Source: an optimization exercise on an open RTL-to-GDS flow (aim: small area, a short achievable clock period and few clock cycles per item). Production flows keep margins and buffers that such runs may drop. Only simulation tests tie the RTL to the original design; equivalence was not proved.

<file path="flow/design.v">
module pss_iter_unit #(
	parameter int K     = 4,
	parameter int REM_W = 30,
	parameter int RES_W = 28,
	parameter int DEN_W = 26
) (
	input  logic               op_div,
	input  logic [REM_W-1:0]   rem_i,
	input  logic [RES_W-1:0]   res_i,
	input  logic [2*K-1:0]     bits_i,	 
	input  logic [DEN_W-1:0]   den_i,
	output logic [REM_W-1:0]   rem_o,
	output logic [RES_W-1:0]   res_o
);
	always_comb begin
		logic [REM_W-1:0] rem, rem_sh, sub_b;
		logic [RES_W-1:0] res;
		logic [REM_W:0]   diff;
		logic             ge;
		rem = rem_i;
		res = res_i;
		for (int i = 0; i < K; i++) begin
			if (!op_div) begin
				rem_sh = {rem[REM_W-3:0], bits_i[2*K-1-2*i -: 2]};
				sub_b  = REM_W'({res, 2'b01});
			end else begin
				rem_sh = {rem[REM_W-2:0], bits_i[2*K-1-i]};
				sub_b  = REM_W'(den_i);
			end
			diff = {1'b0, rem_sh} - {1'b0, sub_b};
			ge   = ~diff[REM_W];
			rem  = ge ? diff[REM_W-1:0] : rem_sh;
			res  = {res[RES_W-2:0], ge};
		end
		rem_o = rem;
		res_o = res;
	end
endmodule
module phong_sphere_pixel_shader #(
	parameter int COORD_BITS    = 11,
	parameter int SHININESS_MAX = 255
) (
	input  logic                         clk,
	input  logic                         arst_n,
	input  logic                         pixel_in_valid,
	output logic                         pixel_in_ready,
	input  logic signed [COORD_BITS-1:0] pixel_in_pixel_x,
	input  logic signed [COORD_BITS-1:0] pixel_in_pixel_y,
	input  logic signed [15:0]           pixel_in_light_pos_x,
	input  logic signed [15:0]           pixel_in_light_pos_y,
	input  logic signed [15:0]           pixel_in_light_pos_z,
	input  logic [15:0]                  pixel_in_light_red,
	input  logic [15:0]                  pixel_in_light_green,
	input  logic [15:0]                  pixel_in_light_blue,
	input  logic                         pixel_in_light_is_directional,
	input  logic                         pixel_in_last_light,
	output logic                         shade_out_valid,
	input  logic                         shade_out_ready,
	output logic [15:0]                  shade_out_red,
	output logic [15:0]                  shade_out_green,
	output logic [15:0]                  shade_out_blue,
	output logic                         shade_out_outside_sphere,
	input  logic                         cfg_valid,
	output logic                         cfg_ready,
	input  logic [2:0]                   cfg_index,
	input  logic [47:0]                  cfg_data
);
	localparam int K      = 2;				 
	localparam int N_DIV  = K * ((16 + K - 1) / K);	 
	localparam int N_SQZ  = K * ((22 + K - 1) / K);	 
	localparam int N_SQL  = K * ((26 + K - 1) / K);	 
	localparam int AW     = (2 * N_SQL > 56) ? 2 * N_SQL : 56;
	localparam int REM_W  = 30;
	localparam int RES_W  = 28;
	localparam int DEN_W  = 26;
	localparam int SUM_W  = 24;
	localparam logic [15:0] ONE_Q15 = 16'h8000;
	typedef logic [4:0] state_t;
	localparam state_t S_IDLE = 5'd0;
	localparam state_t S_P0   = 5'd1;
	localparam state_t S_P1   = 5'd2;
	localparam state_t S_P2   = 5'd3;
	localparam state_t S_P3   = 5'd4;
	localparam state_t S_SQZ  = 5'd5;
	localparam state_t S_NDIV = 5'd6;
	localparam state_t S_V    = 5'd7;
	localparam state_t S_SQ   = 5'd8;
	localparam state_t S_SQW  = 5'd9;
	localparam state_t S_SQL  = 5'd10;
	localparam state_t S_LDIV = 5'd11;
	localparam state_t S_AMBW = 5'd12;
	localparam state_t S_DOT  = 5'd13;
	localparam state_t S_DOTW = 5'd14;
	localparam state_t S_DRND = 5'd15;
	localparam state_t S_RZM  = 5'd16;
	localparam state_t S_RZW  = 5'd17;
	localparam state_t S_PW   = 5'd18;
	localparam state_t S_T    = 5'd19;
	localparam state_t S_FIN  = 5'd20;
	typedef logic [3:0] cons_t;
	localparam cons_t C_NONE  = 4'd0;
	localparam cons_t C_SET   = 4'd1;
	localparam cons_t C_SUB   = 4'd2;
	localparam cons_t C_ADD0  = 4'd3;
	localparam cons_t C_ADD18 = 4'd4;
	localparam cons_t C_ADD34 = 4'd5;
	localparam cons_t C_V     = 4'd6;
	localparam cons_t C_AMB   = 4'd7;
	localparam cons_t C_PRODF = 4'd8;
	localparam cons_t C_TADD  = 4'd9;
	localparam cons_t C_RZ    = 4'd10;
	localparam cons_t C_POW   = 4'd11;
	localparam cons_t C_BASE  = 4'd12;
	function automatic logic signed [35:0] rnd15(input logic signed [35:0] v);
		logic [35:0] mag, q;
		mag = v[35] ? 36'(-v) : 36'(v);
		q   = (mag + 36'd16384) >> 15;
		rnd15 = v[35] ? -$signed(q) : $signed(q);
	endfunction
	logic [9:0]  radius_q;
	logic [47:0] ka_q, kd_q, ks_q;
	logic [7:0]  shin_q;
	logic signed [COORD_BITS-1:0] x_q, y_q;
	logic signed [15:0] pos_q [3];
	logic [15:0]        rgb_q [3];
	logic               dir_q, last_q;
	logic               cvalid_q, cout_q;
	logic [22:0]        z_q;
	logic signed [16:0] n_q [3];
	logic [25:0]        vmag_q [3];
	logic               vsgn_q [3];
	logic signed [16:0] l_q [3];
	logic signed [17:0] dot_q;
	logic [15:0]        base_q, power_q, prodh_q;
	logic [7:0]         e_q;
	logic               ph_q, zl_q;
	logic [1:0]         amb_cnt_q;
	state_t             state_q;
	logic [1:0]         ch_q, sub_q;
	logic [2:0]         t_q;
	logic signed [35:0] mp_q;
	cons_t              cons_q;
	logic [1:0]         cons_ch_q;
	logic signed [AW-1:0] acc_q;
	logic               iu_busy_q, iu_div_q, iu_done_q;
	logic [4:0]         iu_cnt_q;
	logic [REM_W-1:0]   rem_q;
	logic [RES_W-1:0]   res_q;
	logic [DEN_W-1:0]   den_q;
	logic [SUM_W-1:0]   sum_q [3];
	logic               out_valid_q, out_outside_q;
	assign cfg_ready      = 1'b1;
	assign pixel_in_ready = (state_q == S_IDLE);
	assign shade_out_valid          = out_valid_q;
	assign shade_out_outside_sphere = out_outside_q;
	assign shade_out_red   = out_outside_q ? 16'd0 : (|sum_q[0][23:16] ? 16'hFFFF : sum_q[0][15:0]);
	assign shade_out_green = out_outside_q ? 16'd0 : (|sum_q[1][23:16] ? 16'hFFFF : sum_q[1][15:0]);
	assign shade_out_blue  = out_outside_q ? 16'd0 : (|sum_q[2][23:16] ? 16'hFFFF : sum_q[2][15:0]);
	logic [REM_W-1:0] iu_rem_o;
	logic [RES_W-1:0] iu_res_o;
	pss_iter_unit #(.K(K), .REM_W(REM_W), .RES_W(RES_W), .DEN_W(DEN_W)) u_iter (
		.op_div (iu_div_q),
		.rem_i  (rem_q),
		.res_i  (res_q),
		.bits_i (acc_q[AW-1 -: 2*K]),
		.den_i  (den_q),
		.rem_o  (iu_rem_o),
		.res_o  (iu_res_o)
	);
	logic signed [AW-1:0] acc_nx;
	logic                 acc_we;
	logic signed [26:0]   v_full;
	logic [50:0]          tsum;
	logic [16:0]          tadd;
	logic signed [35:0]   rz_rnd;
	logic signed [21:0]   rz_full;
	logic [15:0]          rz_clamp;
	logic [30:0]          mq;
	logic [SUM_W:0]       sum_add;
	logic signed [26:0]   pt_c;
	always_comb begin
		unique case (cons_ch_q)
			2'd0:    pt_c = 27'(x_q) <<< 12;
			2'd1:    pt_c = 27'(y_q) <<< 12;
			default: pt_c = 27'($signed({1'b0, z_q}));
		endcase
		v_full = dir_q ? -mp_q[26:0] : mp_q[26:0] - pt_c;
		tsum   = 51'(acc_q[33:0]) + (51'(mp_q[33:0]) << 16);
		tadd   = tsum[49:33];
		rz_rnd = rnd15(mp_q <<< 1);
		rz_full = 22'(rz_rnd) - 22'(l_q[2]);
		rz_clamp = (rz_full < 0) ? 16'd0 : (rz_full > 22'sd32768) ? ONE_Q15 : rz_full[15:0];
		mq = 31'(mp_q) + 31'd16384;
		sum_add = {1'b0, sum_q[cons_ch_q]} +
			((cons_q == C_AMB) ? (SUM_W+1)'(mp_q[31:18]) : (SUM_W+1)'(tadd));
		acc_we = 1'b1;
		unique case (cons_q)
			C_SET:   acc_nx = AW'(mp_q);
			C_SUB:   acc_nx = acc_q - AW'(mp_q);
			C_ADD0:  acc_nx = acc_q + AW'(mp_q);
			C_ADD18: acc_nx = acc_q + (AW'(mp_q) <<< 18);
			C_ADD34: acc_nx = acc_q + (AW'(mp_q) <<< 34);
			default: begin acc_nx = acc_q; acc_we = 1'b0; end
		endcase
	end
	state_t             state_d;
	logic               iss;
	logic signed [17:0] ma, mb;
	cons_t              iss_cons;
	logic [1:0]         iss_ch;
	logic               hit;
	logic               iu_load, iu_load_div;
	logic [REM_W-1:0]   iu_rem0;
	logic [AW-1:0]      iu_acc0;
	logic [DEN_W-1:0]   iu_den0;
	logic [4:0]         iu_ncyc;
	logic               amb_iss;
	logic [41:0]        dnum;
	logic [DEN_W-1:0]   len_src;
	logic [1:0]         div_ch;
	logic signed [16:0] q_val;
	logic [10:0]        x_mag, y_mag;
	logic               dpos;
	logic signed [AW-1:0] s_nx;
	assign hit   = cvalid_q && (pixel_in_pixel_x == x_q) && (pixel_in_pixel_y == y_q);
	assign x_mag = x_q[COORD_BITS-1] ? 11'(-x_q) : 11'(x_q);
	assign y_mag = y_q[COORD_BITS-1] ? 11'(-y_q) : 11'(y_q);
	assign dpos  = (dot_q > 0);
	assign q_val = $signed({1'b0, res_q[15:0]});
	always_comb begin
		state_d     = state_q;
		iss         = 1'b0;
		ma          = '0;
		mb          = '0;
		iss_cons    = C_NONE;
		iss_ch      = ch_q;
		iu_load     = 1'b0;
		iu_load_div = 1'b1;
		iu_rem0     = '0;
		iu_acc0     = '0;
		iu_den0     = DEN_W'(radius_q);
		iu_ncyc     = 5'(N_DIV / K);
		amb_iss     = 1'b0;
		dnum        = '0;
		len_src     = den_q;
		div_ch      = ch_q;
		s_nx        = acc_nx;
		unique case (state_q)
			S_SQL, S_LDIV: begin
				if (state_q == S_SQL) len_src = DEN_W'(res_q);
				if (state_q == S_LDIV) div_ch = ch_q + 2'd1;
				else div_ch = 2'd0;
				dnum = (42'(vmag_q[div_ch]) << 15) + 42'(len_src >> 1);
			end
			default: begin
				if (state_q == S_NDIV) div_ch = ch_q + 2'd1;
				else div_ch = 2'd0;
				unique case (div_ch)
					2'd0:    dnum = (42'(x_mag) << 15) + 42'(radius_q[9:1]);
					2'd1:    dnum = (42'(y_mag) << 15) + 42'(radius_q[9:1]);
					default: dnum = (42'(z_q) << 3) + 42'(radius_q[9:1]);
				endcase
			end
		endcase
		unique case (state_q)
			S_IDLE: begin
				if (pixel_in_valid) begin
					if (!hit) state_d = S_P0;
					else if (cout_q) state_d = pixel_in_last_light ? S_FIN : S_IDLE;
					else state_d = S_V;
				end
			end
			S_P0: begin
				iss = 1'b1; iss_cons = C_SET;
				ma = 18'(radius_q); mb = 18'(radius_q);
				state_d = S_P1;
			end
			S_P1: begin
				iss = 1'b1; iss_cons = C_SUB;
				ma = 18'(x_q); mb = 18'(x_q);
				state_d = S_P2;
			end
			S_P2: begin
				iss = 1'b1; iss_cons = C_SUB;
				ma = 18'(y_q); mb = 18'(y_q);
				state_d = S_P3;
			end
			S_P3: begin
				if ((radius_q == '0) || (s_nx < 0)) begin
					state_d = last_q ? S_FIN : S_IDLE;
				end else begin
					iu_load     = 1'b1;
					iu_load_div = 1'b0;
					iu_ncyc     = 5'(N_SQZ / K);
					iu_acc0     = AW'({s_nx[19:0], 24'd0}) << (AW - 2 * N_SQZ);
					state_d     = S_SQZ;
				end
			end
			S_SQZ: begin
				if (iu_done_q) begin
					iu_load = 1'b1;
					iu_rem0 = REM_W'(dnum >> N_DIV);
					iu_acc0 = AW'(dnum[N_DIV-1:0]) << (AW - N_DIV);
					state_d = S_NDIV;
				end
			end
			S_NDIV: begin
				if (iu_done_q) begin
					if (ch_q == 2'd2) begin
						state_d = S_V;
					end else begin
						iu_load = 1'b1;
						iu_rem0 = REM_W'(dnum >> N_DIV);
						iu_acc0 = AW'(dnum[N_DIV-1:0]) << (AW - N_DIV);
					end
				end
			end
			S_V: begin
				iss = 1'b1; iss_cons = C_V;
				ma = 18'(radius_q); mb = 18'(pos_q[ch_q]);
				if (ch_q == 2'd2) state_d = S_SQ;
			end
			S_SQ: begin
				iss = 1'b1;
				unique case (sub_q)
					2'd0: begin
						ma = 18'(vmag_q[ch_q][16:0]); mb = 18'(vmag_q[ch_q][16:0]);
						iss_cons = (ch_q == 2'd0) ? C_SET : C_ADD0;
					end
					2'd1: begin
						ma = 18'(vmag_q[ch_q][25:17]); mb = 18'(vmag_q[ch_q][16:0]);
						iss_cons = C_ADD18;
					end
					default: begin
						ma = 18'(vmag_q[ch_q][25:17]); mb = 18'(vmag_q[ch_q][25:17]);
						iss_cons = C_ADD34;
					end
				endcase
				if (ch_q == 2'd2 && sub_q == 2'd2) state_d = S_SQW;
			end
			S_SQW: begin
				iu_load     = 1'b1;
				iu_load_div = 1'b0;
				iu_ncyc     = 5'(N_SQL / K);
				iu_acc0     = AW'(acc_nx) << (AW - 2 * N_SQL);
				state_d     = S_SQL;
			end
			S_SQL: begin
				amb_iss = 1'b1;
				if (iu_done_q) begin
					if (res_q == '0) begin
						state_d = (amb_cnt_q == 2'd3) ? (last_q ? S_FIN : S_IDLE) : S_AMBW;
					end else begin
						iu_load = 1'b1;
						iu_den0 = DEN_W'(res_q);
						iu_rem0 = REM_W'(dnum >> N_DIV);
						iu_acc0 = AW'(dnum[N_DIV-1:0]) << (AW - N_DIV);
						state_d = S_LDIV;
					end
				end
			end
			S_LDIV: begin
				amb_iss = 1'b1;
				if (iu_done_q) begin
					if (ch_q == 2'd2) begin
						state_d = (amb_cnt_q == 2'd3) ? S_DOT : S_AMBW;
					end else begin
						iu_load = 1'b1;
						iu_den0 = den_q;
						iu_rem0 = REM_W'(dnum >> N_DIV);
						iu_acc0 = AW'(dnum[N_DIV-1:0]) << (AW - N_DIV);
					end
				end
			end
			S_AMBW: begin
				amb_iss = 1'b1;
				if (amb_cnt_q == 2'd3) begin
					state_d = zl_q ? (last_q ? S_FIN : S_IDLE) : S_DOT;
				end
			end
			S_DOT: begin
				iss = 1'b1;
				iss_cons = (ch_q == 2'd0) ? C_SET : C_ADD0;
				ma = 18'(n_q[ch_q]); mb = 18'(l_q[ch_q]);
				if (ch_q == 2'd2) state_d = S_DOTW;
			end
			S_DOTW: state_d = S_DRND;
			S_DRND: state_d = S_RZM;
			S_RZM: begin
				iss = 1'b1; iss_cons = C_RZ;
				ma = dot_q; mb = 18'(n_q[2]);
				state_d = S_RZW;
			end
			S_RZW: state_d = S_PW;
			S_PW: begin
				if (!ph_q) begin
					if (e_q == 8'd0) begin
						state_d = S_T;
					end else if (e_q == 8'd1) begin
						if (cons_q != C_POW) begin
							iss = 1'b1; iss_cons = C_POW;
							ma = 18'(power_q); mb = 18'(base_q);
							state_d = S_T;
						end
					end else begin
						iss = 1'b1; iss_cons = C_BASE;
						ma = 18'(base_q); mb = 18'(base_q);
					end
				end else if (e_q[0]) begin
					iss = 1'b1; iss_cons = C_POW;
					ma = 18'(power_q); mb = 18'(base_q);
				end
			end
			S_T: begin
				iss = 1'b1;
				unique case (t_q)
					3'd0: begin
						iss_cons = C_PRODF;
						ma = 18'(kd_q[16*ch_q +: 16]); mb = 18'(rgb_q[ch_q]);
					end
					3'd1: begin
						iss_cons = C_SET;
						ma = 18'(mp_q[15:0]); mb = dot_q;
					end
					3'd2: begin
						iss_cons = C_TADD;
						ma = 18'(prodh_q); mb = dot_q;
					end
					3'd3: begin
						iss_cons = C_PRODF;
						ma = 18'(ks_q[16*ch_q +: 16]); mb = 18'(rgb_q[ch_q]);
					end
					3'd4: begin
						iss_cons = C_SET;
						ma = 18'(mp_q[15:0]); mb = 18'(power_q);
					end
					default: begin
						iss_cons = C_TADD;
						ma = 18'(prodh_q); mb = 18'(power_q);
					end
				endcase
				if (t_q == 3'd5 && ch_q == 2'd2) state_d = last_q ? S_FIN : S_IDLE;
			end
			S_FIN: begin
				if (!out_valid_q) state_d = S_IDLE;
			end
			default: state_d = S_IDLE;
		endcase
		if (amb_iss && !iss && amb_cnt_q != 2'd3 && !out_valid_q) begin
			iss      = 1'b1;
			iss_cons = C_AMB;
			iss_ch   = amb_cnt_q;
			ma = 18'(ka_q[16*amb_cnt_q +: 16]); mb = 18'(rgb_q[amb_cnt_q]);
		end
	end
	always_ff @(posedge clk or negedge arst_n) begin
		if (!arst_n) begin
			radius_q <= 10'd100;
			ka_q     <= '0;
			kd_q     <= '0;
			ks_q     <= '0;
			shin_q   <= 8'd1;
		end else if (cfg_valid) begin
			unique case (cfg_index)
				3'd0:    radius_q <= cfg_data[9:0];
				3'd1:    ka_q     <= cfg_data;
				3'd2:    kd_q     <= cfg_data;
				3'd3:    ks_q     <= cfg_data;
				3'd4:    shin_q   <= cfg_data[7:0];
				default: ;
			endcase
		end
	end
	always_ff @(posedge clk or negedge arst_n) begin
		if (!arst_n) begin
			state_q     <= S_IDLE;
			ch_q        <= '0;
			sub_q       <= '0;
			t_q         <= '0;
			ph_q        <= 1'b0;
			cons_q      <= C_NONE;
			cons_ch_q   <= '0;
			iu_busy_q   <= 1'b0;
			iu_done_q   <= 1'b0;
			iu_cnt_q    <= '0;
			cvalid_q    <= 1'b0;
			amb_cnt_q   <= '0;
			out_valid_q <= 1'b0;
			out_outside_q <= 1'b0;
			for (int c = 0; c < 3; c++) sum_q[c] <= '0;
		end else begin
			state_q   <= state_d;
			cons_q    <= iss ? iss_cons : C_NONE;
			cons_ch_q <= iss_ch;
			iu_done_q <= 1'b0;
			if (iu_load) begin
				iu_busy_q <= 1'b1;
				iu_cnt_q  <= iu_ncyc;
			end else if (iu_busy_q) begin
				iu_cnt_q <= iu_cnt_q - 5'd1;
				if (iu_cnt_q == 5'd1) begin
					iu_busy_q <= 1'b0;
					iu_done_q <= 1'b1;
				end
			end
			if (cfg_valid) cvalid_q <= 1'b0;
			if (state_q == S_P3) cvalid_q <= 1'b1;
			if (iss && iss_cons == C_AMB) amb_cnt_q <= amb_cnt_q + 2'd1;
			if (state_q == S_IDLE) amb_cnt_q <= '0;
			unique case (state_q)
				S_IDLE: begin ch_q <= '0; sub_q <= '0; t_q <= '0; end
				S_P3:   ch_q <= '0;
				S_SQZ, S_SQL: ch_q <= '0;
				S_NDIV, S_LDIV: if (iu_done_q) ch_q <= (ch_q == 2'd2) ? 2'd0 : ch_q + 2'd1;
				S_V, S_DOT: ch_q <= (ch_q == 2'd2) ? 2'd0 : ch_q + 2'd1;
				S_SQ: begin
					if (sub_q == 2'd2) begin
						sub_q <= '0;
						ch_q  <= (ch_q == 2'd2) ? 2'd0 : ch_q + 2'd1;
					end else begin
						sub_q <= sub_q + 2'd1;
					end
				end
				S_RZW: begin ph_q <= 1'b0; ch_q <= '0; t_q <= dpos ? 3'd0 : 3'd3; end
				S_PW: begin
					if (!ph_q) begin
						if (e_q > 8'd1) ph_q <= 1'b1;
					end else begin
						ph_q <= 1'b0;
					end
				end
				S_T: begin
					if (t_q == 3'd5) begin
						t_q  <= dpos ? 3'd0 : 3'd3;
						ch_q <= (ch_q == 2'd2) ? 2'd0 : ch_q + 2'd1;
					end else begin
						t_q <= t_q + 3'd1;
					end
				end
				default: ;
			endcase
			if (cons_q == C_AMB || cons_q == C_TADD) begin
				sum_q[cons_ch_q] <= sum_add[SUM_W] ? {SUM_W{1'b1}} : sum_add[SUM_W-1:0];
			end
			if (state_q == S_FIN && !out_valid_q) begin
				out_valid_q   <= 1'b1;
				out_outside_q <= cout_q;
			end else if (out_valid_q && shade_out_ready) begin
				out_valid_q <= 1'b0;
				for (int c = 0; c < 3; c++) sum_q[c] <= '0;
			end
		end
	end
	always_ff @(posedge clk) begin
		mp_q <= ma * mb;
		if (state_q == S_SQL && iu_done_q) zl_q <= (res_q == '0);
		if (state_q == S_IDLE && pixel_in_valid) begin
			x_q      <= pixel_in_pixel_x;
			y_q      <= pixel_in_pixel_y;
			pos_q[0] <= pixel_in_light_pos_x;
			pos_q[1] <= pixel_in_light_pos_y;
			pos_q[2] <= pixel_in_light_pos_z;
			rgb_q[0] <= pixel_in_light_red;
			rgb_q[1] <= pixel_in_light_green;
			rgb_q[2] <= pixel_in_light_blue;
			dir_q    <= pixel_in_light_is_directional;
			last_q   <= pixel_in_last_light;
		end
		if (state_q == S_P3) cout_q <= (radius_q == '0) || (s_nx < 0);
		if (iu_load) begin
			acc_q <= $signed(iu_acc0);
		end else if (iu_busy_q) begin
			acc_q <= iu_div_q ? (acc_q <<< K) : (acc_q <<< (2 * K));
		end else if (acc_we) begin
			acc_q <= acc_nx;
		end
		if (iu_load) begin
			iu_div_q <= iu_load_div;
			rem_q    <= iu_rem0;
			res_q    <= '0;
			den_q    <= iu_den0;
		end else if (iu_busy_q) begin
			rem_q <= iu_rem_o;
			res_q <= iu_res_o;
		end
		if (state_q == S_SQZ && iu_done_q) z_q <= res_q[22:0];
		if (state_q == S_NDIV && iu_done_q) begin
			n_q[ch_q] <= ((ch_q == 2'd0 && x_q[COORD_BITS-1]) || (ch_q == 2'd1 && y_q[COORD_BITS-1])) ?
				-q_val : q_val;
		end
		if (state_q == S_LDIV && iu_done_q) l_q[ch_q] <= vsgn_q[ch_q] ? -q_val : q_val;
		if (cons_q == C_V) begin
			vsgn_q[cons_ch_q] <= v_full[26];
			vmag_q[cons_ch_q] <= v_full[26] ? 26'(-v_full) : 26'(v_full);
		end
		if (cons_q == C_PRODF) prodh_q <= mp_q[31:16];
		if (state_q == S_DRND) dot_q <= 18'(rnd15(acc_q[35:0]));
		if (state_q == S_RZM) begin
			power_q <= ONE_Q15;
			e_q     <= (32'(shin_q) > SHININESS_MAX) ? 8'(SHININESS_MAX) : shin_q;
		end
		if (cons_q == C_RZ) base_q <= rz_clamp;
		if (cons_q == C_BASE) base_q <= mq[30:15];
		if (cons_q == C_POW) power_q <= mq[30:15];
		if (state_q == S_PW && (ph_q || (e_q == 8'd1 && cons_q != C_POW))) e_q <= e_q >> 1;
	end
endmodule
</file>
<file path="flow/run.sh">
#!/bin/bash
# synth_recipe.tcl (not shown) runs the flow's synth.tcl, then flattens the netlist and writes it again
# the make line also repeats each setting of config.mk as NAME=value (left out here)
make -C /OpenROAD-flow-scripts/flow DESIGN_CONFIG=/design/flow/config.mk WORK_HOME=/design/flow/orfs CLKGATE_MAP_FILE= SYNTH_SCRIPT=/design/flow/synth_recipe.tcl finish
</file>
<file path="flow/config.mk">
export PLATFORM = sky130hd
export DESIGN_NAME = phong_sphere_pixel_shader
export DESIGN_NICKNAME = phong_sphere_pixel_shader
export VERILOG_FILES = /design/flow/design.v
export SDC_FILE = /design/flow/constraint.sdc
export NUM_CORES = 4
export LEC_CHECK = 0
export CAP_MARGIN = 20
export CORE_MARGIN = 2
export CORE_UTILIZATION = 40
export SLEW_MARGIN = 20
</file>
<file path="flow/constraint.sdc">
create_clock -name core_clock -period 15.0 [get_ports {clk}]
set_input_delay 3.0000 -clock core_clock [delete_from_list [all_inputs] [get_ports {clk}]]
set_output_delay 3.0000 -clock core_clock [all_outputs]
set_load 0.01 [all_outputs]
</file>
==> notes.md <==
status: finished clean
Worst Setup Start Kind: flop
dpl cells: 10740
DR pass1 iterations: 10
worst slew pin tran: 1254 ps
Crit Path Class: flop to flop
CTS buffer count: 94
Worst EP required: 15570 ps
Max-cap violations: 0
RD Place Congestion: 1.035
Worst path slowest cell: a31oi_1
worst-case reg-to-reg path depth: 32
io pins: 228
DP HPWL: 223700 um
Final Non-Filler Cells: 10920
die area: 191000 um^2
most common flop cell mapped by yosys: edfxtp_1
via count: 67080
Initial Util: 40.36%
most frequent cell after synthesis: nor2_1
Post-synth EDFFs: 513
max-slew violation count: 0
final antenna-violating net count: 0
Hold Path Depth: 2
Die Wd: 437.0 um
Peak Freq: 0.09516 GHz
Fin Clk Skew: 103.0 ps
Worst Path Buf+Inv: 7
Vias/cell: 6.145
DR iter-0 viols: 7894
Core Area: 185800 um^2
DP Worst Slack: 4606 ps
drt total wl: 295000 um
leading area contributor after synthesis: edfxtp_1
Worst Path Arrival: 11080 ps
Synth area leaders: edfxtp_1 21%, fa_1 9.1%, dfrtp_1 8.7%
critical path depth in cells: 32
Hold Path Class: flop to flop
CTS tree: built
Post-CTS Resized: 0
CP Max Fanout: 42
post-synthesis register bit count: 843
Rows: 158
FFs w/ async S/R, synth: 31.44%
PortBufs: 226
final hold viol count: 0
first-pass GRT wire length: 432200 um
root buf cell: clkbuf_16
setup bufs post-CTS: 0
synth unique cells: 113
YS warnings: 8
worst-skew pair later-pin latency: 780 ps
post-route setup TNS: 0 ps
initial antenna violation count: 9
vias in the first global route: 64330
setup ws final: 4491 ps
final worst path period share: 70.06%
RSZ-0062 raised after global routing: false
GRT Overall Usage: 30.07%
Post-synth top cells: 916 x nor2_1, 700 x nand2_1, 582 x inv_1, 572 x a21oi_1, 513 x edfxtp_1
Final nets: 9259
clk buf depth: 3
share of layout cells above drive strength 1: 9.025%
register clock-pin slew on the reported worst setup and hold paths: 60 ps
syn_nets: 9241
GRT overflow: 0
synthesis-to-finish area growth: 11.10%
post-synthesis sequential area ratio: 31.12%
Mean Syn Cell Area: 8.998 um^2
routed len/inst: 27.03 um
post-route minimum period: 10510 ps
CP top delay family: compound AO/OA/AOI/OAI gates
Die H: 437.0 um
clk sinks: 843
Rel. slew slack: 15.55%
top cell type's share of synthesized area: 20.54%
drt drc: 0
Post-CTS Hold Fix Bufs: 0
CP endpoint kind: flop
Synth Instances: 8335
CP peak stage delay: 790 ps
# setup viols final: 0
Mapped Area: 75000 um^2
H-Tree Depth: 3
largest net degree at the start of global routing: 87
## per-layer routing
metal	global-route usage (%)	routed length (um)	up-vias	share of wire [%]
li1	-	-	29790	-
met1	40.25	120000	33170	41
met2	46.91	130400	3405	44
met3	4.832	26570	702	9.0
met4	15.36	17980	2	6.1
met5	0	11	-	0.0037
## layout make-up
cell class                 count  area, um^2
antenna                        3       7.507
clock buffer                 125        2623
clock inverter                50       578.1
fill                       17790      102500
inverter                     591        2220
multi-input combinational   6411       47780
sequential                   843       23350
tap                         2480        3103
timing repair buffer         412        3664
## tightest hold or removal path: cells and delay by family (launching register included)
kind | cells | cell delay, ps
compound gates | 1 | 50
flops | 1 | 320
simple gates | 1 | 60
## kinds of logic (layout without fill, tap and decap cells)
family	Yosys count	in the layout	share of synthesized area (%)
buffers and inverters	1081	1178	5.482
AO/OA/AOI/OAI	2125	2125	18.43
AND/OR/NAND/NOR	2491	2491	15.37
flip-flops	843	843	31.12
multiplexers	528	528	7.721
XOR/XNOR	536	536	6.290
adder cells (fa/ha/maj)	730	730	15.58
other	1	4	0.005000
## flip-flops by register name, indices dropped and copies added, names as in the netlist, 18 cells and up
signal / flops
sum_q: 72
den_q: 26
n_q: 51
rem_q: 29
pos_q: 48
dot_q: 18
vmag_q: 78
ka_q: 48
ks_q: 48
z_q: 23
kd_q: 48
rgb_q: 48
l_q: 51
mp_q: 36
res_q: 28
acc_q: 56
## metrics by stage
step / area [um^2] / utilization [%] / hold slack, ps
6_report: 83320 / 44.84 / 481.0
5_1_grt: 83320 / 44.84 / 516.7
4_1_cts: 83290 / 44.82 / 482.4
3_5_place_dp: 80090 / 43.10 / 472.1
3_3_place_gp: 80080 / 43.09 / 465.6
2_1_floorplan: 75000 / - / 406.4
## layout by cell type, fill, tap and decap left out, drive strengths merged, types with 250 or more instances in the layout
cell,n
nor2,916
nand2,701
inv,587
a21oi,572
edfxtp,513
o21ai,448
ha,390
xnor2,342
fa,340
mux2,264
dfrtp,261
mux2i,250
## path summary, 6_finish.rpt
path,start,to,slack (ps)
hold reg to reg,e_q[7]$_SDFFE_PP0N_,e_q[7]$_SDFFE_PP0N_,480
setup reg to reg,state_q[3]$_DFFE_PN0P_,mp_q[32]$_DFF_P_,4490
setup / recovery,state_q[3]$_DFFE_PN0P_,mp_q[32]$_DFF_P_,4490
max in group asynchronous,arst_n,iu_busy_q$_DFF_PN0_,11100
hold / removal,e_q[7]$_SDFFE_PP0N_,e_q[7]$_SDFFE_PP0N_,480
min in group asynchronous,arst_n,ka_q[45]$_DFFE_PN0P_,2210
Testbench counts, summed over its fixed seeds: cycles 131,480, items 2,010.

what the ideal ports hide:
No port has a modelled driver above. Below, the same layout with a new extraction and two added sets of constraints. Step 1, drivers: a clkbuf_16 drives clk and a buf_2 each remaining input, both assumed. Step 2, shift: input delay + t, output delay - t, t = (earliest + latest rising clock arrival at the registers) / 2. This alone moves slack from input paths to output paths. Three values: ideal ports, drivers, drivers and shift; two values: the first two.
t, ns: 0.822
setup slack, ns: 4.491 / 4.491 / 4.491
worst hold slack (ns): 0.481 / 0.481 / 0.481
slew at the worst register clock pin (ns): 0.08 / 0.08
worst data-port slew with drivers (ns): 0.10
After both steps this run still meets setup and hold. The setup slack of this run moves by 0.000 ns with the drivers and by 0.000 ns with both steps.
